From an optimization exercise on the open Yosys and OpenROAD flow, aimed at a short achievable clock period and few clock cycles per item; shortcuts taken in it are not production practice.
Only simulation tests tie the RTL to the original design; equivalence was not proved.
No activity file was given, so power comes from the tool's default toggle rates.

==> design.v <==
package fpMulPkg;
    localparam int OP_W       = 256;
    localparam int LANES      = 16;    
    localparam int FP32_LANES = 4;     
    localparam int EXP16_W = 5;
    localparam int MAN16_W = 10;
    localparam int HALF_W  = 1 + EXP16_W + MAN16_W;
    localparam int EXP32_W  = 8;
    localparam int MAN32_W  = 23;
    localparam int SINGLE_W = 1 + EXP32_W + MAN32_W;
    localparam int SLICE_W  = 13;      
    localparam int EXPSUM_W = 10;      
    localparam int SUB_PER_LANE = LANES / FP32_LANES;
    localparam int HALF_SLOTS   = OP_W / HALF_W;
    localparam int SINGLE_SLOTS = OP_W / SINGLE_W;
    localparam logic [EXPSUM_W-1:0] OFS_HH = 10'd26;   
    localparam logic [EXPSUM_W-1:0] OFS_HL = 10'd13;   
    localparam logic [EXPSUM_W-1:0] OFS_LL = 10'd0;    
    localparam logic [1:0] MODE_FP16 = 2'b00;
    localparam logic [1:0] MODE_FP32 = 2'b01;
    localparam logic [1:0] MODE_RSVD = 2'b10;    
    localparam logic [1:0] MODE_ZERO = 2'b11;
    typedef union packed {
        logic [HALF_SLOTS-1:0][HALF_W-1:0]     half;
        logic [SINGLE_SLOTS-1:0][SINGLE_W-1:0] single;
    } operandWord_t;
endpackage
`timescale 1ns/1ps
import fpMulPkg::*;
module ksAdd #(parameter int W = 5, parameter int LV = 3)
(
    input  logic [W-1:0] i_x,
    input  logic [W-1:0] i_y,
    input  logic         i_cin,
    output logic [W-1:0] o_sum,
    output logic         o_cout
);
    logic [LV:0][W-1:0] g;
    logic [LV:0][W-1:0] p;
    logic [W-1:0]       h;
    assign h    = i_x ^ i_y;
    assign g[0] = (i_x & i_y) | {{(W-1){1'b0}}, h[0] & i_cin};
    assign p[0] = {h[W-1:1], 1'b0};
    for (genvar l = 0; l < LV; l++) begin : gLevel
        for (genvar i = 0; i < W; i++) begin : gBit
            if (i >= (1 << l)) begin : gCombine
                assign g[l+1][i] = g[l][i] | (p[l][i] & g[l][i - (1 << l)]);
                assign p[l+1][i] = p[l][i] & p[l][i - (1 << l)];
            end else begin : gPass
                assign g[l+1][i] = g[l][i];
                assign p[l+1][i] = p[l][i];
            end
        end
    end
    assign o_sum  = h ^ {g[LV][W-2:0], i_cin};
    assign o_cout = g[LV][W-1];
endmodule
module signExpPath
(
    input  logic [OP_W-1:0]                 i_opA,
    input  logic [OP_W-1:0]                 i_opB,
    input  logic [1:0]                      i_mode,
    output logic [LANES-1:0]                o_live16,
    output logic [LANES-1:0]                o_sign16,
    output logic [LANES-1:0][3:0]           o_lo16,     
    output logic [LANES-1:0][1:0][2:0]      o_hi16,     
    output logic [FP32_LANES-1:0]           o_live32,
    output logic [FP32_LANES-1:0]           o_sign32,
    output logic [FP32_LANES-1:0][2:0][5:0] o_lo32,     
    output logic [FP32_LANES-1:0][2:0][1:0][4:0] o_hi32  
);
    logic m16;
    logic m32;
    assign m16 = (i_mode == MODE_FP16);
    assign m32 = (i_mode == MODE_FP32);
    for (genvar s = 0; s < LANES; s++) begin : gHalf
        logic [4:0] ea;
        logic [4:0] eb;
        assign ea = i_opA[16*s+10 +: 5];
        assign eb = i_opB[16*s+10 +: 5];
        assign o_live16[s] = m16 && (|i_opA[16*s +: 15]) && (|i_opB[16*s +: 15]);
        assign o_sign16[s] = i_opA[16*s+15] ^ i_opB[16*s+15];
        ksAdd #(.W(3), .LV(2)) uLo (
            .i_x (ea[2:0]), .i_y (eb[2:0]), .i_cin (1'b0),
            .o_sum (o_lo16[s][2:0]), .o_cout (o_lo16[s][3])
        );
        for (genvar c = 0; c < 2; c++) begin : gHi
            logic unused;
            ksAdd #(.W(3), .LV(2)) uHi (
                .i_x ({1'b0, ea[4:3]}), .i_y ({1'b0, eb[4:3]}), .i_cin (c == 1),
                .o_sum (o_hi16[s][c]), .o_cout (unused)
            );
        end
    end
    for (genvar j = 0; j < FP32_LANES; j++) begin : gSingle
        assign o_live32[j] = m32 && (|i_opA[32*j +: 31]) && (|i_opB[32*j +: 31]);
        assign o_sign32[j] = i_opA[32*j+31] ^ i_opB[32*j+31];
        logic [EXPSUM_W-1:0] ea;
        logic [EXPSUM_W-1:0] eb;
        assign ea = EXPSUM_W'(i_opA[32*j+23 +: 8]);
        assign eb = EXPSUM_W'(i_opB[32*j+23 +: 8]);
        for (genvar o = 0; o < 3; o++) begin : gOfs
            localparam logic [EXPSUM_W-1:0] OFS = (o == 0) ? OFS_LL : (o == 1) ? OFS_HL : OFS_HH;
            logic [EXPSUM_W-1:0] csS;
            logic [EXPSUM_W-1:0] csC;
            assign csS = ea ^ eb ^ OFS;
            assign csC = {(ea[EXPSUM_W-2:0] & eb[EXPSUM_W-2:0]) |
                          (ea[EXPSUM_W-2:0] & OFS[EXPSUM_W-2:0]) |
                          (eb[EXPSUM_W-2:0] & OFS[EXPSUM_W-2:0]), 1'b0};
            ksAdd #(.W(5), .LV(3)) uLo (
                .i_x (csS[4:0]), .i_y (csC[4:0]), .i_cin (1'b0),
                .o_sum (o_lo32[j][o][4:0]), .o_cout (o_lo32[j][o][5])
            );
            for (genvar c = 0; c < 2; c++) begin : gHi
                logic unused;
                ksAdd #(.W(5), .LV(3)) uHi (
                    .i_x (csS[9:5]), .i_y (csC[9:5]), .i_cin (c == 1),
                    .o_sum (o_hi32[j][o][c]), .o_cout (unused)
                );
            end
        end
    end
endmodule
`timescale 1ns/1ps
import fpMulPkg::*;
module mantissaPath
(
    input  logic [OP_W-1:0]               i_opA,
    input  logic [OP_W-1:0]               i_opB,
    input  logic [1:0]                    i_mode,
    output logic [LANES-1:0][SLICE_W-1:0] o_manA,
    output logic [LANES-1:0][SLICE_W-1:0] o_manB
);
    logic m16;
    logic m32;
    assign m16 = (i_mode == MODE_FP16);
    assign m32 = (i_mode == MODE_FP32);
    for (genvar s = 0; s < LANES; s++) begin : gLane
        localparam int J = s / SUB_PER_LANE;
        localparam int K = s % SUB_PER_LANE;
        logic [SLICE_W-1:0] halfA;
        logic [SLICE_W-1:0] halfB;
        logic [SLICE_W-1:0] sglA;
        logic [SLICE_W-1:0] sglB;
        assign halfA = {2'b00, |i_opA[16*s+10 +: 5], i_opA[16*s +: 10]};
        assign halfB = {2'b00, |i_opB[16*s+10 +: 5], i_opB[16*s +: 10]};
        assign sglA  = (K < 2) ? {2'b00, |i_opA[32*J+23 +: 8], i_opA[32*J+13 +: 10]}
                               : i_opA[32*J +: 13];
        assign sglB  = (K % 2 == 0) ? {2'b00, |i_opB[32*J+23 +: 8], i_opB[32*J+13 +: 10]}
                                    : i_opB[32*J +: 13];
        assign o_manA[s] = ({SLICE_W{m16}} & halfA) | ({SLICE_W{m32}} & sglA);
        assign o_manB[s] = ({SLICE_W{m16}} & halfB) | ({SLICE_W{m32}} & sglB);
    end
endmodule
`timescale 1ns/1ps
import fpMulPkg::*;
module laneOutputStage
(
    input  logic                                 clk,
    input  logic                                 rstn,
    input  logic                                 i_valid,
    output logic                                 o_inReady,
    input  logic                                 i_outReady,
    output logic                                 o_valid,
    input  logic [1:0]                           i_mode,
    input  logic [LANES-1:0]                     i_live16,
    input  logic [LANES-1:0]                     i_sign16,
    input  logic [LANES-1:0][3:0]                i_lo16,
    input  logic [LANES-1:0][1:0][2:0]           i_hi16,
    input  logic [FP32_LANES-1:0]                i_live32,
    input  logic [FP32_LANES-1:0]                i_sign32,
    input  logic [FP32_LANES-1:0][2:0][5:0]      i_lo32,
    input  logic [FP32_LANES-1:0][2:0][1:0][4:0] i_hi32,
    input  logic [LANES-1:0][SLICE_W-1:0]        i_manA,
    input  logic [LANES-1:0][SLICE_W-1:0]        i_manB,
    output logic [LANES-1:0]                     o_sign,
    output logic [LANES-1:0][EXPSUM_W-1:0]       o_exp,
    output logic [LANES-1:0][SLICE_W-1:0]        o_manA,
    output logic [LANES-1:0][SLICE_W-1:0]        o_manB,
    output logic [1:0]                           o_mode
);
    logic                                 pValid;
    logic [1:0]                           pMode;
    logic [LANES-1:0]                     pLive16;
    logic [LANES-1:0]                     pSign16;
    logic [LANES-1:0][3:0]                pLo16;
    logic [LANES-1:0][1:0][2:0]           pHi16;
    logic [FP32_LANES-1:0]                pLive32;
    logic [FP32_LANES-1:0]                pSign32;
    logic [FP32_LANES-1:0][2:0][5:0]      pLo32;
    logic [FP32_LANES-1:0][2:0][1:0][4:0] pHi32;
    logic [LANES-1:0][SLICE_W-1:0]        pManA;
    logic [LANES-1:0][SLICE_W-1:0]        pManB;
    logic outAdv;
    logic pAdv;
    assign outAdv    = !o_valid || i_outReady;    
    assign pAdv      = !pValid || outAdv;
    assign o_inReady = pAdv;
    always_ff @(posedge clk or negedge rstn) begin
        if (!rstn) begin
            pValid  <= 1'b0;
            o_valid <= 1'b0;
        end else begin
            if (pAdv) begin
                pValid <= i_valid;
            end
            if (outAdv) begin
                o_valid <= pValid;
            end
        end
    end
    always_ff @(posedge clk) begin
        if (pAdv) begin
            pMode   <= i_mode;
            pLive16 <= i_live16;
            pSign16 <= i_sign16;
            pLo16   <= i_lo16;
            pHi16   <= i_hi16;
            pLive32 <= i_live32;
            pSign32 <= i_sign32;
            pLo32   <= i_lo32;
            pHi32   <= i_hi32;
            pManA   <= i_manA;
            pManB   <= i_manB;
        end
    end
    logic [LANES-1:0]               nextSign;
    logic [LANES-1:0][EXPSUM_W-1:0] nextExp;
    for (genvar s = 0; s < LANES; s++) begin : gLane
        localparam int J = s / SUB_PER_LANE;
        localparam int K = s % SUB_PER_LANE;
        localparam int O = (K == 0) ? 2 : (K == 3) ? 0 : 1;
        logic [5:0]          sum16;
        logic [EXPSUM_W-1:0] sum32;
        assign sum16 = {pHi16[s][pLo16[s][3]], pLo16[s][2:0]};
        assign sum32 = {pHi32[J][O][pLo32[J][O][5]], pLo32[J][O][4:0]};
        assign nextSign[s] = (pLive16[s] && pSign16[s]) || (pLive32[J] && pSign32[J]);
        assign nextExp[s]  = ({EXPSUM_W{pLive16[s]}} & EXPSUM_W'(sum16)) |
                             ({EXPSUM_W{pLive32[J]}} & sum32);
    end
    always_ff @(posedge clk or negedge rstn) begin
        if (!rstn) begin
            o_sign <= '0;
            o_exp  <= '0;
            o_manA <= '0;
            o_manB <= '0;
            o_mode <= '0;
        end else if (outAdv) begin
            o_sign <= nextSign;
            o_exp  <= nextExp;
            o_manA <= pManA;
            o_manB <= pManB;
            o_mode <= pMode;
        end
    end
endmodule
`timescale 1ns/1ps
import fpMulPkg::*;
module fpMulInputStage
(
    input  logic                           clk,
    input  logic                           rstn,
    input  logic                           i_valid,
    output logic                           o_inReady,
    input  logic [OP_W-1:0]                i_opA,
    input  logic [OP_W-1:0]                i_opB,
    input  logic [1:0]                     i_mode,
    output logic                           o_valid,
    input  logic                           i_outReady,
    output logic [LANES-1:0]               o_sign,
    output logic [LANES-1:0][EXPSUM_W-1:0] o_exp,
    output logic [LANES-1:0][SLICE_W-1:0]  o_manA,
    output logic [LANES-1:0][SLICE_W-1:0]  o_manB,
    output logic [1:0]                     o_mode
);
    logic [LANES-1:0]                         live16;
    logic [LANES-1:0]                         sign16;
    logic [LANES-1:0][3:0]                    lo16;
    logic [LANES-1:0][1:0][2:0]               hi16;
    logic [FP32_LANES-1:0]                    live32;
    logic [FP32_LANES-1:0]                    sign32;
    logic [FP32_LANES-1:0][2:0][5:0]          lo32;
    logic [FP32_LANES-1:0][2:0][1:0][4:0]     hi32;
    logic [LANES-1:0][SLICE_W-1:0]            laneManA;
    logic [LANES-1:0][SLICE_W-1:0]            laneManB;
    signExpPath uSignExp (
        .i_opA    (i_opA),
        .i_opB    (i_opB),
        .i_mode   (i_mode),
        .o_live16 (live16),
        .o_sign16 (sign16),
        .o_lo16   (lo16),
        .o_hi16   (hi16),
        .o_live32 (live32),
        .o_sign32 (sign32),
        .o_lo32   (lo32),
        .o_hi32   (hi32)
    );
    mantissaPath uMantissa (
        .i_opA  (i_opA),
        .i_opB  (i_opB),
        .i_mode (i_mode),
        .o_manA (laneManA),
        .o_manB (laneManB)
    );
    laneOutputStage uOutStage (
        .clk        (clk),
        .rstn       (rstn),
        .i_valid    (i_valid),
        .o_inReady  (o_inReady),
        .i_outReady (i_outReady),
        .o_valid    (o_valid),
        .i_mode     (i_mode),
        .i_live16   (live16),
        .i_sign16   (sign16),
        .i_lo16     (lo16),
        .i_hi16     (hi16),
        .i_live32   (live32),
        .i_sign32   (sign32),
        .i_lo32     (lo32),
        .i_hi32     (hi32),
        .i_manA     (laneManA),
        .i_manB     (laneManB),
        .o_sign     (o_sign),
        .o_exp      (o_exp),
        .o_manA     (o_manA),
        .o_manB     (o_manB),
        .o_mode     (o_mode)
    );
endmodule
==> run.sh <==
#!/bin/bash
# synth_recipe.tcl (not shown) runs the flow's synth.tcl, then flattens the netlist and writes it again
# the make line also repeats each setting of config.mk as NAME=value (left out here)
make -C /OpenROAD-flow-scripts/flow DESIGN_CONFIG=/design/flow/config.mk WORK_HOME=/design/flow/orfs CLKGATE_MAP_FILE= SYNTH_SCRIPT=/design/flow/synth_recipe.tcl finish
==> config.mk <==
export PLATFORM = sky130hd
export DESIGN_NAME = fpMulInputStage
export DESIGN_NICKNAME = fpMulInputStage
export VERILOG_FILES = /design/flow/design.v
export SDC_FILE = /design/flow/constraint.sdc
export NUM_CORES = 4
export LEC_CHECK = 0
export CAP_MARGIN = 20
export CORE_AREA = 10 10 410 410
export DIE_AREA = 0 0 420 420
export SETUP_SLACK_MARGIN = 1.6
export SLEW_MARGIN = 20
==> constraint.sdc <==
create_clock -name core_clock -period 3.2 [get_ports {clk}]
set_input_delay 0.6400 -clock core_clock [delete_from_list [all_inputs] [get_ports {clk}]]
set_output_delay 0.6400 -clock core_clock [all_outputs]
set_load 0.01 [all_outputs]
==> flow_summary.yaml, run 1 <==
outcome:
  outcome: "timing/DRC/antenna clean"
clock_tree:
  clockRootBuffer: "clkbuf_16"
  clock_latency_ps: 780
  numCtsBuffers: 145
  clkSlewWorstSetupHoldPaths_ps: 60
  cts_tree: "built"
  cts_sinks: 1246
  cts_buffer_depth: 3
  htreeDepth: 4
sta:
  slew_headroom_pct: 45.01
  finalCritPeriodShare_pct: 68.28
  rsz0062_at_grt: "true"
  fin_hold_ws_ps: 311.4
  setup_viol_count_final: 0
  finalHoldViolations: 0
  fin_crit_ps: 2185
  fmax_mhz: 457.7
  worst_slew_pin_slew_ps: 824.8
  worst_slack_ps: 1015
  drv_slew: 0
  setup-tns-final_ps: 0
  fin_skew_ps: 31.38
yosys:
  synth_seq_area_share_pct: 61.31
  synth-seq-cells: 1246
  synth_top_area_share_pct: 37.82
  synth.avg_cell_area_sq_um: 11.02
  ys.flop_type: "edfxtp_1"
  async_reset_ff_share_pct: 42.70
  synth-edff-count: 714
  synth.distinct_cells: 41
  synthCells: 5143
  yosysWarningCount: 1
  yosys-top-cells-area: "edfxtp_1 38%, dfrtp_1 23%, nand2_1 9.2%, ha_1 4.1%, nand2b_1 3.6%"
  synth_top_area_cell: "edfxtp_1"
  syn_area_sq_um: 56690
critical_path:
  cp-start-kind: "flop"
  r2r_end: "uOutStage.pManA[131]$_DFFE_PP_"
  setup.worst_path.end: "o_inReady"
  cp.required_ps: 2560
  crit_type: "reg2out"
  r2r_cells: 4
  critPathArrivalTime_ps: 1550
  critPathMaxStageDelay_ps: 350
  path_max_fanout: 2
  ff2ff_setup_slack_ps: 1040
  cp-startpoint: "uOutStage.o_valid$_DFFE_PN0P_"
  crit_path_end_kind: "output pin"
  critical-path-slowest-cell: "dfrtp_1"
  worstPathCellList: "nor2b_4 -> nand2_8 -> buf_6"
  reg2reg_from: "uOutStage.o_valid$_DFFE_PN0P_"
pwr:
  fin_total_pwr_mw: 50.13
  p_per_area_nw_per_um2: 586.9
  ir_worst_vdd_v: 0.0005055
  clkPwrFrac_pct: 34.1
  p_leak_nw: 38.33
  p_int_mw: 35.18
  switching_share_pct: 29.82
  pwr-share-comb_pct: 23.7
  seqPwrFrac_pct: 42.2
  switchingPower_mw: 14.95
min_path:
  hp-class: "in2reg"
placement:
  place_hpwl_mm: 201.9
  place_ws_ps: 34.56
  dp.cells: 8172
  place_area_sq_um: 71020
  io_buffers: 1081
  gp_congestion: 0.9615
global_route:
  grt-ovfl-total: 0
  antenna_found_initial: 75
  grt_pass1_wl_mm: 378.6
  grt.total_usage_pct: 30.64
  first_global_vias: 47021
  grt_max_degree: 111
floorplanning:
  coreArea_sq_um: 158700
  rows: 146
  initial_core_util_pct: 35.71
  die_h_um: 420
  die_w_um: 420
  io_pins: 1114
  dieArea_sq_um: 176400
layout:
  fin_cells: 9029
  regArea_sq_um: 34790
  fillCellCount: 13627
  finalNetCount: 7568
  drive_gt1_share_pct: 32.22
  post-route-util_pct: 53.80
  final_area_sq_um: 85410
  multi_input_area_sq_um: 22340
  areaGrowthSynthToFinish_pct: 50.67
drt:
  viasPerCell: 5.296
  wirelength_mm: 288.6
  wire_per_inst_um: 31.97
  drtIter0Drc: 5392
  vias: 47816
  drc: 0
  firstDrtPassIters: 6
  drtAntennaViolNets: 0
run:
  drv_cap: 0
[per-layer routing]
metal	vias up	global-route usage, %	wire length, um
li1	20564	-	-
met1	24154	36.76	106900
met2	2454	51.35	140300
met3	616	7.126	24180
met4	28	15.53	17100
met5	-	0	156
[area by class of cell]
cell class | instances | share of cell area (%)
Clock inverter | 73 | 0.9523
Multi-Input combinational cell | 3330 | 26.16
Clock buffer | 197 | 4.692
Tap cell | 2072 | 3.035
Inverter | 288 | 1.377
Antenna cell | 52 | 0.1524
Timing Repair Buffer | 1771 | 22.90
Sequential cell | 1246 | 40.73
[power by group through the flow]
stage	Clock (mW)	Combinational, mW	Sequential (mW)
final	17.1	11.9	21.1
after global routing	17.9	12.5	21.3
after CTS	17.3	10.9	21.0
after detailed placement	0	9.18	21.2
after global placement	0	9.11	21.1
after floorplan	0	3.38	21.1
[cell usage in the layout (no fill, tap or decap), types with 41 or more instances in the layout]
cell type / count
dfrtp_1: 504
clkbuf_16: 164
nand2b_1: 326
a21oi_1: 380
diode_2: 52
inv_2: 41
buf_6: 508
mux2_2: 60
nor4_1: 41
inv_1: 233
ha_1: 119
nand2_2: 184
buf_2: 118
buf_4: 418
nor2_2: 53
xor2_1: 56
nor2_1: 172
edfxtp_1: 714
mux2i_1: 48
nand2_1: 1164
buf_12: 82
buf_16: 87
ha_4: 52
fa_1: 51
dlygate4sd2_1: 63
clkdlybuf4s50_1: 380
a221oi_1: 44
[critical path: cells and delay by family (launching register included)]
| kind | cells | cell delay (ps) |
|---|---|---|
| DFF | 1 | 350 |
| buffers and inverters | 1 | 140 |
| and+or+nand+nor | 2 | 300 |
[how the worst min path moves through the flow]
stage	from	end	slack (ps)	depth (start not counted)
after floorplan	rstn	uOutStage.o_exp[0]$_DFFE_PN0P_	340	0
after global placement	uOutStage.pManB[184]$_DFFE_PP_	uOutStage.o_manB[184]$_DFFE_PN0P_	420	2
after global routing	i_mode[1]	uOutStage.pManB[60]$_DFFE_PP_	300	2
after detailed placement	uOutStage.pManB[79]$_DFFE_PP_	uOutStage.o_manB[79]$_DFFE_PN0P_	430	2
final	i_opA[124]	uOutStage.pManA[101]$_DFFE_PP_	310	2
after CTS	i_mode[1]	uOutStage.pManB[68]$_DFFE_PP_	260	2
[repair_timing]
action,in CTS,in global routing
setup endpoints to repair,1856,1915
hold buffers,1,0
cloned,79,24
endpoints found under the hold margin,46,0
setup buffers,272,159
pin swaps,101,113
gates resized for setup,3665,549
[synth_stat cells (2+ instances only)]
master / count
clkbuf_1: 91
a31oi_1: 25
o21ai_0: 75
nand4_1: 21
nand3_1: 12
o21bai_1: 15
a21oi_1: 396
xnor2_1: 32
a221oi_1: 72
a21boi_0: 2
dfrtp_1: 532
xor2_1: 56
nor2b_1: 10
buf_2: 130
or4_4: 2
nand2b_1: 328
edfxtp_1: 714
o31a_1: 2
nand2_1: 1387
fa_1: 80
buf_4: 89
inv_1: 288
nor2_1: 241
nor2_2: 2
a21o_1: 38
ha_1: 188
or4_1: 10
and2_1: 27
nor4_1: 90
mux2_2: 60
and3_1: 9
mux2i_1: 48
o22ai_1: 11
o21a_1: 18
buf_1: 3
nor3b_1: 2
nor3_1: 33
[cell families (layout without fill, tap and decap cells)]
group	Yosys count	after routing	synth area share, %
xor gates and xnor gates	88	88	1.360
muxes	108	108	2.040
and+or+nand+nor	2175	2178	16.76
AOI/OAI and AO/OA	656	656	6.692
DFF	1246	1246	61.31
buffers and inverters	601	2329	4.856
adders and majority gates	268	268	6.975
other	1	84	0.006615
[state kept, by name, indices dropped and copies added (netlist names), 64 cells and up]
signal / count
uOutStage.pManB: 184
uOutStage.pManA: 184
uOutStage.o_manB: 184
uOutStage.pHi16: 96
uOutStage.pLo16: 64
uOutStage.pLo32: 68
uOutStage.o_exp: 144
uOutStage.o_manA: 184
uOutStage.pHi32: 80
Testbench counts, summed over its fixed seeds: cycles 16,016, items 16,000.
==> run 2: changes to the inputs <==
--- a/design.v
+++ b/design.v
@@ -193,20 +193,23 @@
     logic [LANES-1:0][SLICE_W-1:0]        pManB;
     logic outAdv;
     logic pAdv;
-    assign outAdv    = !o_valid || i_outReady;    
-    assign pAdv      = !pValid || outAdv;
-    assign o_inReady = pAdv;
+    logic pValidNext;
+    logic oValidNext;
+    logic bothFull;     
+    assign outAdv     = !o_valid || i_outReady;    
+    assign pAdv       = !pValid || outAdv;
+    assign pValidNext = pAdv ? i_valid : pValid;
+    assign oValidNext = outAdv ? pValid : o_valid;
+    assign o_inReady  = !bothFull || i_outReady;
     always_ff @(posedge clk or negedge rstn) begin
         if (!rstn) begin
-            pValid  <= 1'b0;
-            o_valid <= 1'b0;
+            pValid   <= 1'b0;
+            o_valid  <= 1'b0;
+            bothFull <= 1'b0;
         end else begin
-            if (pAdv) begin
-                pValid <= i_valid;
-            end
-            if (outAdv) begin
-                o_valid <= pValid;
-            end
+            pValid   <= pValidNext;
+            o_valid  <= oValidNext;
+            bothFull <= pValidNext && oValidNext;
         end
     end
     always_ff @(posedge clk) begin
==> flow/run.sh (new file) <==
#!/bin/bash
# Standard layout, with one extra step after placement: the port buffers that
# buffer_ports inserts as delay cells (clkdlybuf4s50_1) are swapped for plain
# buffers of the same footprint, which the later timing repair may resize.
set -euo pipefail
bash standard.sh synth floorplan place > flow_place.log 2>&1
openroad -exit -no_splash flow/portbuf.tcl > flow_portbuf.log 2>&1
bash standard.sh finish > flow_finish.log 2>&1
==> flow/portbuf.tcl (new file) <==
# Swap the delay cells that buffer_ports put on the ports for plain buffers.
set results orfs/results/sky130hd/fpMulInputStage/base
read_db $results/3_place.odb
set db [ord::get_db]
set buf [$db findMaster sky130_fd_sc_hd__buf_4]
set n 0
foreach inst [[ord::get_db_block] getInsts] {
  set name [$inst getName]
  if {([string match input* $name] || [string match output* $name]) &&
      [string match sky130_fd_sc_hd__clkdlybuf4s* [[$inst getMaster] getName]]} {
    $inst swapMaster $buf
    incr n
  }
}
puts "swapped $n port buffers to [$buf getName]"
detailed_placement
check_placement -verbose
write_db $results/3_place.odb
==> standard.sh (new file) <==
#!/bin/bash
# synth_recipe.tcl (not shown) runs the flow's synth.tcl, then flattens the netlist and writes it again
# the make line also repeats each setting of config.mk as NAME=value (left out here)
make -C /OpenROAD-flow-scripts/flow DESIGN_CONFIG=/design/flow/config.mk WORK_HOME=/design/flow/orfs CLKGATE_MAP_FILE= SYNTH_SCRIPT=/design/flow/synth_recipe.tcl "${@:-finish}"
removed: run.sh
==> run 2 against run 1 <==
Against the previous run:
- design area grew 11%
- largest cell class unchanged
- worst setup slack gained 100 ps
- sequential share of layout area shrank 3.9 points
- non-clock buffer count grew 347
- synthesized cell count is the same
==> flow_summary.yaml, run 2 <==
yosys:
  synth_top_area_cell: "edfxtp_1"
  synth_top_area_share_pct: 37.93
  synth_top_family_by_area: "simple AND/OR/NAND/NOR gates"
  muxShareOfSynthArea_pct: 2.045
  yosys-top-cells-area: "edfxtp_1 38%, dfrtp_1 24%, nand2_1 9.2%, ha_1 4.2%, nand2b_1 3.6%"
  ys.flop_type: "edfxtp_1"
  yosysWarningCount: 1
  synthCells: 5143
  synthTopCellsByCount: "1386 x nand2_1, 714 x edfxtp_1, 533 x dfrtp_1"
  synth-seq-cells: 1247
  synth-edff-count: 714
  synth_adder_area_share_pct: 7.012
  synth_compound_area_share_pct: 6.738
  async_reset_ff_share_pct: 42.74
  synth_most_common_cell: "nand2_1"
  synth.avg_cell_area_sq_um: 10.99
  syn_area_sq_um: 56530
  synth_seq_area_share_pct: 61.53
  synth.distinct_cells: 45
  synth_xor_xnor_area_share_pct: 1.363
  synth-simple-area-share_pct: 16.78
sta:
  worst_slack_ps: 1118
  rsz0062_at_grt: "true"
  fmax_mhz: 480.3
  drv_slew: 0
  finalCritPeriodShare_pct: 65.06
  fin_crit_ps: 2082
  finalHoldViolations: 0
  worst_slew_pin_slew_ps: 899.2
  slew_headroom_pct: 40.06
  fin_hold_ws_ps: 95.74
  setup_viol_count_final: 0
  fin_skew_ps: 29.85
critical_path:
  critical-path-slowest-cell: "dfrtp_1"
  critPathArrivalTime_ps: 1440
  cp_top_family: "flip-flops"
  cp-startpoint: "uOutStage.o_manA[164]$_DFFE_PN0P_"
  worst-path-buf-inv: 1
  worstPathCellList: "buf_6"
  reg2reg_from: "uOutStage.o_valid$_DFF_PN0_"
  r2r_end: "uOutStage.pHi32[76]$_DFFE_PN_"
  cp.required_ps: 2560
  r2r_cells: 10
  ff2ff_setup_slack_ps: 1150
  cp-start-kind: "flop"
  critPathMaxStageDelay_ps: 500
  path_max_fanout: 2
  crit_type: "reg2out"
  crit_path_end_kind: "output pin"
placement:
  gp_congestion: 0.9554
  place_ws_ps: 110.6
  place_hpwl_mm: 200.2
  io_buffers: 1081
  place_area_sq_um: 71620
pwr:
  ir_worst_vdd_v: 0.0004867
  p_leak_nw: 43.96
  clkPwrFrac_pct: 32.3
  p_per_area_nw_per_um2: 559.6
  p_int_mw: 36.79
  switching_share_pct: 30.47
  pwr-share-comb_pct: 27.0
  seqPwrFrac_pct: 40.7
  switchingPower_mw: 16.12
clock_tree:
  cts_sinks: 1247
  cts_tree: "built"
  numCtsBuffers: 145
  clkSlewWorstSetupHoldPaths_ps: 60
  cts_buffer_depth: 3
  clock_latency_ps: 790
  clockRootBuffer: "clkbuf_16"
  htreeDepth: 4
layout:
  regArea_sq_um: 34840
  multi_input_area_sq_um: 24960
  drive_gt1_share_pct: 48.66
  final_area_sq_um: 94550
  finalNetCount: 7920
  post-route-util_pct: 59.56
  fillCellCount: 12446
  final_cell_mix: "974 x buf_4, 714 x edfxtp_1, 671 x nand2_1"
  areaGrowthSynthToFinish_pct: 67.26
  layout_commonest_cell: "buf_4"
floorplanning:
  io_pins: 1114
  dieArea_sq_um: 176400
  die_w_um: 420
  coreArea_sq_um: 158700
  die_h_um: 420
  initial_core_util_pct: 35.61
  rows: 146
run:
  drv_cap: 0
outcome:
  outcome: "timing/DRC/antenna clean"
min_path:
  min_to: "uOutStage.pValid$_DFF_PN0_"
  hp-class: "in2reg"
  min_path_cells: 2
  holdCritStartpoint: "i_valid"
drt:
  wirelength_mm: 298.2
  drtAntennaViolNets: 0
  vias: 50174
  drc: 0
  wire_per_inst_um: 31.87
  firstDrtPassIters: 6
  viasPerCell: 5.361
  drtIter0Drc: 5159
global_route:
  antenna_found_initial: 47
  first_global_vias: 49577
  grt_max_degree: 152
  grt_pass1_wl_mm: 388.9
  grt.total_usage_pct: 31.28
  grt-ovfl-total: 0
==> run 2: cell count changes after synthesis, moves of 3 or more <==
cell	change
buf_2	-79
clkbuf_1	+78
buf_1	+26
buf_4	-25
nor4_1	-7
nor2_1	+6
nor3_1	-6
or4_1	+5
nand4_1	-3
==> run 2: area by class of cell <==
type,count,share of cell area [%]
diodes,32,0.08469
flip-flops and latches,1247,36.85
well taps,2072,2.742
inverters,288,1.252
repair buffers,2118,27.52
multi-input cells,3334,26.40
clock inverters,62,0.8231
clock buffers,206,4.326
==> run 2: timing repair <==
action                                  4_1_cts  5_1_grt
hold buffers                                  1        0
pin swaps                                   407      480
buffers inserted                            371      232
endpoints found under the hold margin        38        0
resized for setup                          1456     1063
cloned                                      177       60
endpoints found under the setup margin     1756     1817
==> run 2: worst max-delay path by stage <==
stage	to	slack, ps	cells after the start
after floorplan	uOutStage.pHi16[0]$_DFFE_PN_	-970	4
after global placement	uOutStage.pLive32[3]$_DFFE_PN_	-320	6
after detailed placement	uOutStage.pManB[62]$_DFFE_PN_	110	5
after CTS	o_manB[53]	1100	1
after global routing	o_manA[93]	1090	1
final	o_manA[164]	1120	1
==> run 2: cells by family (layout without fill, tap and decap cells) <==
family,count (synthesis),in the layout
compound gates,658,658
mux,108,108
buf+inv,601,2674
flops,1247,1247
fa+ha+maj,269,269
other cells,1,64
simple gates,2171,2179
xor+xnor,88,88
==> run 2: metrics by stage <==
stage               std cells  power (mW)  setup TNS [ps]
floorplan                5174       24.47         -692560
global placement         8218       30.32          -515.6
detailed placement       8218       30.44               0
CTS                      9035       50.75               0
global route             9355       54.47               0
finish                   9359       52.91               0
==> run 2: power by group through the flow <==
stage | combinational, mW | clock [mW] | sequential (mW)
floorplan | 3.34 | 0 | 21.1
global placement | 9.13 | 0 | 21.2
detailed placement | 9.21 | 0 | 21.2
CTS | 12.3 | 17.2 | 21.3
global route | 14.9 | 17.9 | 21.7
finish | 14.3 | 17.1 | 21.6
==> run 2: per-layer routing <==
metal	GRT usage [%]	routed length, um	up-vias
met2	51.50	142600	2693
met4	18.86	23270	20
met3	8.741	26290	798
met1	36.21	105900	25290
met5	0	124	-
li1	-	-	21373
Testbench counts of run 2, summed over its fixed seeds: cycles 16,016, items 16,000.
==> run 3: changes to the inputs <==
--- a/design.v
+++ b/design.v
@@ -196,20 +196,26 @@
     logic pValidNext;
     logic oValidNext;
     logic bothFull;     
-    assign outAdv     = !o_valid || i_outReady;    
-    assign pAdv       = !pValid || outAdv;
-    assign pValidNext = pAdv ? i_valid : pValid;
-    assign oValidNext = outAdv ? pValid : o_valid;
+    logic pFree;        
+    logic oFree;        
     assign o_inReady  = !bothFull || i_outReady;
+    assign pAdv       = pFree || i_outReady;
+    assign outAdv     = oFree || i_outReady;       
+    assign pValidNext = (!pValid || !o_valid || i_outReady) ? i_valid : pValid;
+    assign oValidNext = (!o_valid || i_outReady) ? pValid : o_valid;
     always_ff @(posedge clk or negedge rstn) begin
         if (!rstn) begin
             pValid   <= 1'b0;
             o_valid  <= 1'b0;
             bothFull <= 1'b0;
+            pFree    <= 1'b1;
+            oFree    <= 1'b1;
         end else begin
             pValid   <= pValidNext;
             o_valid  <= oValidNext;
             bothFull <= pValidNext && oValidNext;
+            pFree    <= !(pValidNext && oValidNext);
+            oFree    <= !oValidNext;
         end
     end
     always_ff @(posedge clk) begin
--- a/config.mk
+++ b/config.mk
@@ -10,3 +10,4 @@
 export DIE_AREA = 0 0 420 420
 export SETUP_SLACK_MARGIN = 1.6
 export SLEW_MARGIN = 20
+export TNS_END_PERCENT = 30
==> run 3 against run 2 <==
Against the previous run:
- highest routed layer unchanged
- worst setup slack better by 28 ps
- synthesized area rose by 0.17%
- wire length fell by 15%
- power decreased by 10%
- via count decreased by 11%
- largest power group unchanged
- critical path depth stayed put
- non-clock buffer count is 645 lower
- clock-buffer cell count is 19 higher
- still clean on timing, DRC and antenna
- hold slack improved by 11 ps
- largest cell class unchanged
==> flow_summary.yaml, run 3 <==
floorplanning:
  io_pins: 1114
  die_w_um: 420
  initial_core_util_pct: 35.67
  rows: 146
  dieArea_sq_um: 176400
  coreArea_sq_um: 158700
  die_h_um: 420
clock_tree:
  clock_latency_ps: 780
  numCtsBuffers: 144
  cts_sinks: 1249
  cts_tree: "built"
  clkSlewWorstSetupHoldPaths_ps: 60
  htreeDepth: 4
  clockRootBuffer: "clkbuf_16"
  cts_buffer_depth: 3
global_route:
  grt_use_met1_pct: 33.23
  grt-ovfl-total: 0
  grt_pass1_wl_mm: 345.9
  grt_max_degree: 150
  grt.total_usage_pct: 27.68
  grt.busiest_layer: "met2"
  antenna_found_initial: 33
  use_met3_pct: 5.448
  first_global_vias: 44785
  grt.met2_usage_pct: 48.06
sta:
  finalCritPeriodShare_pct: 64.20
  rsz0062_at_grt: "true"
  setup_viol_count_final: 0
  fin_skew_ps: 38.45
  slew_headroom_pct: 38.72
  fin_crit_ps: 2054
  finalHoldViolations: 0
  fmax_mhz: 486.8
  drv_slew: 0
  setup-tns-final_ps: 0
  worst_slew_pin_slew_ps: 917.3
critical_path:
  worst-path-buf-inv: 1
  cp_top_family: "flip-flops"
  critical-path-slowest-cell: "dfrtp_2"
  path_max_fanout: 2
  crit_type: "reg2out"
  critPathArrivalTime_ps: 1410
  worstPathCellList: "buf_6"
  cp-start-kind: "flop"
  cp.required_ps: 2560
  crit_path_end_kind: "output pin"
  critPathMaxStageDelay_ps: 500
outcome:
  outcome: "timing/DRC/antenna clean"
placement:
  dp.cells: 8200
  gp_congestion: 0.9546
  io_buffers: 1081
  place_hpwl_mm: 200.5
yosys:
  synth-seq-cells: 1249
  synth_top_area_cell: "edfxtp_1"
  ys.flop_type: "edfxtp_1"
  synthCells: 5143
  synth_seq_area_share_pct: 61.51
  yosysWarningCount: 1
  synth.distinct_cells: 48
  synth_most_common_cell: "nand2_1"
  synth.avg_cell_area_sq_um: 11.01
  syn_area_sq_um: 56630
  synth_top_area_share_pct: 37.86
  synth-edff-count: 714
  yosys-top-cells-area: "edfxtp_1 38%, dfrtp_1 24%, nand2_1 9.2%, ha_1 4.2%, nand2b_1 3.6%"
  synthTopCellsByCount: "1385 x nand2_1, 714 x edfxtp_1, 533 x dfrtp_1"
  async_reset_ff_share_pct: 42.83
layout:
  layout_commonest_cell: "nand2_1"
  finalNetCount: 7267
  final_cell_mix: "1384 x nand2_1, 890 x buf_4, 714 x edfxtp_1"
  post-route-util_pct: 48.12
  fillCellCount: 14908
  drive_gt1_share_pct: 27.46
  fin_cells: 8690
  areaGrowthSynthToFinish_pct: 34.89
drt:
  drc: 0
  viasPerCell: 5.121
  vias: 44501
  wire_per_inst_um: 29.25
  drtAntennaViolNets: 0
  wirelength_mm: 254.2
  firstDrtPassIters: 6
  drtIter0Drc: 3965
run:
  drv_cap: 0
pwr:
  p_per_area_nw_per_um2: 621.4
  p_leak_nw: 35.44
  ir_worst_vdd_v: 0.0004845
min_path:
  hp-class: "in2reg"
run 3: metal layers:
| layer | wire [um] | share of wire, % | up-vias |
|---|---|---|---|
| li1 | - | - | 19837 |
| met1 | 96440 | 38 | 22498 |
| met2 | 128300 | 50 | 1763 |
| met3 | 16850 | 6.6 | 397 |
| met4 | 12570 | 4.9 | 6 |
| met5 | 41 | 0.016 | - |
run 3: worst reg2reg max path, stage by stage (launching register included):
cell and delay, ps:
dfstp_2 550, or2_4 290, buf_12 270, buf_4 280, nand2_1 210, nand2_1 140
run 3: repair_timing:
action,CTS,global route
setup endpoints to repair,1526,1586
resized for setup,496,99
hold buffers,1,0
pin swaps,0,1
endpoints found under the hold margin,36,0
buffers inserted,102,104
run 3: final cells by class:
| class | instances | area (sq um) | area share (%) |
|---|---|---|---|
| flip-flops and latches | 1249 | 34890 | 45.68 |
| multi-input cells | 3324 | 19370 | 25.36 |
| repair buffers | 1473 | 13600 | 17.80 |
| clock buffers | 225 | 4339 | 5.681 |
| well taps | 2072 | 2592 | 3.394 |
| inverters | 289 | 1085 | 1.420 |
| clock inverters | 43 | 464.2 | 0.6077 |
| diodes | 15 | 37.54 | 0.04914 |
run 3: per-stage QoR:
step | total power, mW | hold slack [ps] | cell area [sq um] | setup slack, ps
after floorplan | 24.39 | 344.4 | 56740 | -3054
after global placement | 30.10 | 393.8 | 70560 | -63.26
after detailed placement | 30.21 | 425.2 | 70560 | -71.74
after CTS | 47.40 | 47.86 | 75210 | 1104
after global routing | 49.18 | 74.39 | 76370 | 1096
final | 47.46 | 106.4 | 76380 | 1146
run 3: worst paths after layout:
kind	start	endpoint	slack [ps]	cells after the start
setup / recovery	uOutStage.o_manB[53]$_DFFE_PN0P_	o_manB[53]	1150	1
hold / removal	i_valid	uOutStage.pValid$_DFF_PN0_	110	2
setup reg to reg	uOutStage.oFree$_DFF_PN1_	uOutStage.o_manB[166]$_DFFE_PN0P_	1390	5
hold reg to reg	uOutStage.pValid$_DFF_PN0_	uOutStage.oFree$_DFF_PN1_	420	1
max in group asynchronous	rstn	uOutStage.o_manB[181]$_DFFE_PN0P_	1770	3
min in group asynchronous	rstn	uOutStage.o_exp[35]$_DFFE_PN0P_	480	2
run 3: cell families after synthesis:
group           synth area share, %
xor+xnor                      1.361
compound gates                6.726
fa+ha+maj                     6.982
other cells                0.006622
mux                           2.042
simple gates                  16.77
flops                         61.51
buf+inv                       4.600
run 3: where the power goes:
part           internal [mW]  switching (mW)
Combinational           4.41            5.14
Clock                   9.85            6.94
Sequential              19.6            1.56
Testbench counts of run 3, summed over its fixed seeds: cycles 16,016, items 16,000.
==> run 4: changes to the inputs <==
--- a/config.mk
+++ b/config.mk
@@ -6,8 +6,8 @@
 export NUM_CORES = 4
 export LEC_CHECK = 0
 export CAP_MARGIN = 20
-export CORE_AREA = 10 10 410 410
-export DIE_AREA = 0 0 420 420
+export CORE_AREA = 10 10 360 360
+export DIE_AREA = 0 0 370 370
 export SETUP_SLACK_MARGIN = 1.6
 export SLEW_MARGIN = 20
 export TNS_END_PERCENT = 30
==> run 4 against run 3 <==
Against the previous run:
- critical endpoint is now o_manB[206]
- clock skew down 9.3 ps
- combinational power up 0.5%
- register-to-register slack worse by 60 ps
- global-route usage up 6.5 points
- synthesized cell count unchanged
- still clean
==> flow_summary.yaml, run 4 <==
drt:
  drc: 0
  wirelength_mm: 243.5
  drtIter0Drc: 4397
  viasPerCell: 5.439
  firstDrtPassIters: 5
  drtAntennaViolNets: 0
  wire_per_inst_um: 29.50
  vias: 44900
floorplanning:
  die_h_um: 370
  die_w_um: 370
  io_pins: 1114
  coreArea_sq_um: 121700
  dieArea_sq_um: 136900
  initial_core_util_pct: 46.52
  rows: 128
sta:
  slew_headroom_pct: 25.19
  finalCritPeriodShare_pct: 65.27
  worst_slew_pin_slew_ps: 1112
  worst_slack_ps: 1111
  fin_hold_ws_ps: 97.16
  drv_slew: 0
  setup-tns-final_ps: 0
  rsz0062_at_grt: "true"
  fmax_mhz: 478.7
  fin_skew_ps: 29.14
  finalHoldViolations: 0
  setup_viol_count_final: 0
  fin_crit_ps: 2089
global_route:
  grt.total_usage_pct: 34.21
  grt-ovfl-total: 0
  antenna_found_initial: 45
  grt_max_degree: 200
  grt_pass1_wl_mm: 333.4
  first_global_vias: 44293
pwr:
  p_leak_nw: 35.53
  p_per_area_nw_per_um2: 618.8
  ir_worst_vdd_v: 0.0006107
  fin_total_pwr_mw: 46.98
clock_tree:
  clkSlewWorstSetupHoldPaths_ps: 60
  numCtsBuffers: 139
  cts_sinks: 1249
  cts_buffer_depth: 3
  clockRootBuffer: "clkbuf_16"
  cts_tree: "built"
  clock_latency_ps: 760
  htreeDepth: 4
critical_path:
  critical-path-slowest-cell: "dfrtp_2"
  r2r_cells: 2
  reg2reg_from: "uOutStage.pLive32[3]$_DFFE_PP_"
  worstPathCellList: "buf_6"
  crit_type: "reg2out"
  r2r_end: "uOutStage.o_exp[128]$_DFFE_PN0P_"
  critPathArrivalTime_ps: 1450
  cp-start-kind: "flop"
  cp_top_family: "flip-flops"
  path_max_fanout: 3
  crit_path_end_kind: "output pin"
  cp.required_ps: 2560
  ff2ff_setup_slack_ps: 1330
  worst-path-buf-inv: 1
  critPathMaxStageDelay_ps: 510
yosys:
  synth_top_area_cell: "edfxtp_1"
  synth.distinct_cells: 48
  yosys-top-cells-area: "edfxtp_1 38%, dfrtp_1 24%, nand2_1 9.2%, ha_1 4.2%, nand2b_1 3.6%"
  synth.avg_cell_area_sq_um: 11.01
  synth_top_area_share_pct: 37.86
  synth_most_common_cell: "nand2_1"
  synth-edff-count: 714
  synth-seq-cells: 1249
  synthTopCellsByCount: "1385 x nand2_1, 714 x edfxtp_1, 533 x dfrtp_1"
  syn_area_sq_um: 56630
  yosysWarningCount: 1
  synthCells: 5143
  ys.flop_type: "edfxtp_1"
  synth_seq_area_share_pct: 61.51
  async_reset_ff_share_pct: 42.83
placement:
  io_buffers: 1081
  gp_congestion: 0.9588
  place_ws_ps: 90.73
  place_area_sq_um: 69920
  place_hpwl_mm: 190.7
layout:
  drive_gt1_share_pct: 27.32
  final_cell_mix: "1385 x nand2_1, 883 x buf_4, 714 x edfxtp_1"
  areaGrowthSynthToFinish_pct: 34.08
  layout_commonest_cell: "nand2_1"
  finalNetCount: 7275
  final_area_sq_um: 75920
min_path:
  min_path_cells: 2
  min_to: "uOutStage.pValid$_DFF_PN0_"
  holdCritStartpoint: "i_valid"
  hp-class: "in2reg"
outcome:
  outcome: "timing/DRC/antenna clean"
run:
  drv_cap: 0
==> run 4: what timing repair did <==
action | CTS | global route
gates resized for setup | 525 | 66
setup buffers | 127 | 118
cloned | 1 | 0
setup endpoints to repair | 1669 | 1593
hold buffers | 1 | 0
endpoints found under the hold margin | 25 | 0
==> run 4: power breakdown <==
part	total, mW	internal (mW)	leakage, nW	switching, mW
logic	9.60	4.49	19.0	5.10
registers	21.1	19.6	14.3	1.55
clock network	16.3	9.64	2.26	6.63
total	47.0	33.7	35.5	13.3
==> run 4: final cells by class <==
cell class	count	area (sq um)
antenna	22	55.05
clock buffer	226	4279
clock inverter	34	345.3
fill	10286	45790
inverter	289	1085
multi-input combinational	3324	19350
sequential	1249	34880
tap	1625	2033
timing repair buffer	1486	13900
==> run 4: worst max path at each step <==
stage	cells past startpoint	slack [ps]	startpoint	end
2_1_floorplan	1	-3050	i_outReady	uOutStage.pHi16[0]$_DFFE_PP_
3_3_place_gp	5	70	i_opB[100]	uOutStage.pLive32[3]$_DFFE_PP_
3_5_place_dp	5	90	i_opB[100]	uOutStage.pLive32[3]$_DFFE_PP_
4_1_cts	1	1080	uOutStage.o_manB[206]$_DFFE_PN0P_	o_manB[206]
5_1_grt	1	1100	uOutStage.o_manB[206]$_DFFE_PN0P_	o_manB[206]
6_report	1	1110	uOutStage.o_manB[206]$_DFFE_PN0P_	o_manB[206]
==> run 4: logic make-up after synthesis <==
| family | count (synthesis) | share of synthesized area [%] |
|---|---|---|
| and+or+nand+nor | 2171 | 16.77 |
| DFF | 1249 | 61.51 |
| AOI/OAI and AO/OA | 657 | 6.726 |
| buffers and inverters | 601 | 4.600 |
| adders and majority gates | 268 | 6.982 |
| muxes | 108 | 2.042 |
| xor gates and xnor gates | 88 | 1.361 |
| other | 1 | 0.006622 |
==> run 4: worst register-to-register path, cell delays in order (launching register included) <==
cell      delay [ps]
edfxtp_1         940
nand2_1          490
o21ai_0          330
==> run 4: through the flow <==
step	util, %	std cells
finish	62.38	8255
global route	62.37	8250
CTS	61.41	8115
detailed placement	57.44	7726
global placement	57.43	7726
floorplan	-	5174
==> run 4: routing by layer <==
metal	vias to the layer above	global-route usage [%]	routed length, um
met5	-	0	299
met4	44	14.78	11490
met3	416	9.773	22380
met2	2031	56.74	118100
met1	22552	41.50	91230
li1	19857	-	-

what the ideal ports hide:
How much do the figures lean on ideal ports? The routed layouts below were timed once more, with nothing changed but the port constraints. Step 1, drivers: a clkbuf_16 drives clk and a buf_2 each remaining input, both assumed. Step 2 times the ports against the registers' clock, not the clock port: input delays grow and output delays shrink by t, the midpoint of the rising clock arrivals with the driver on. Slacks: no drivers / after step 1 / after step 2; pairs: no drivers / after step 1.
run	shift t [ns]	setup slack, ns	hold WS [ns]	slew at the worst register clock pin (ns)
run 1	0.844	1.015 / 0.931 / 0.217	0.311 / 0.273 / 0.434	0.07 / 0.07
run 2	0.851	1.118 / 1.039 / 0.717	0.096 / 0.057 / 0.434	0.07 / 0.07
run 3	0.852	1.146 / 1.056 / 0.500	0.106 / 0.079 / 0.424	0.06 / 0.06
run 4	0.831	1.111 / 1.025 / 0.474	0.097 / 0.051 / 0.421	0.07 / 0.07
After both steps setup and hold are still met in every run listed. The setup slack of run 1, which loses most, moves by -0.084 ns with the drivers and by -0.798 ns with both steps.
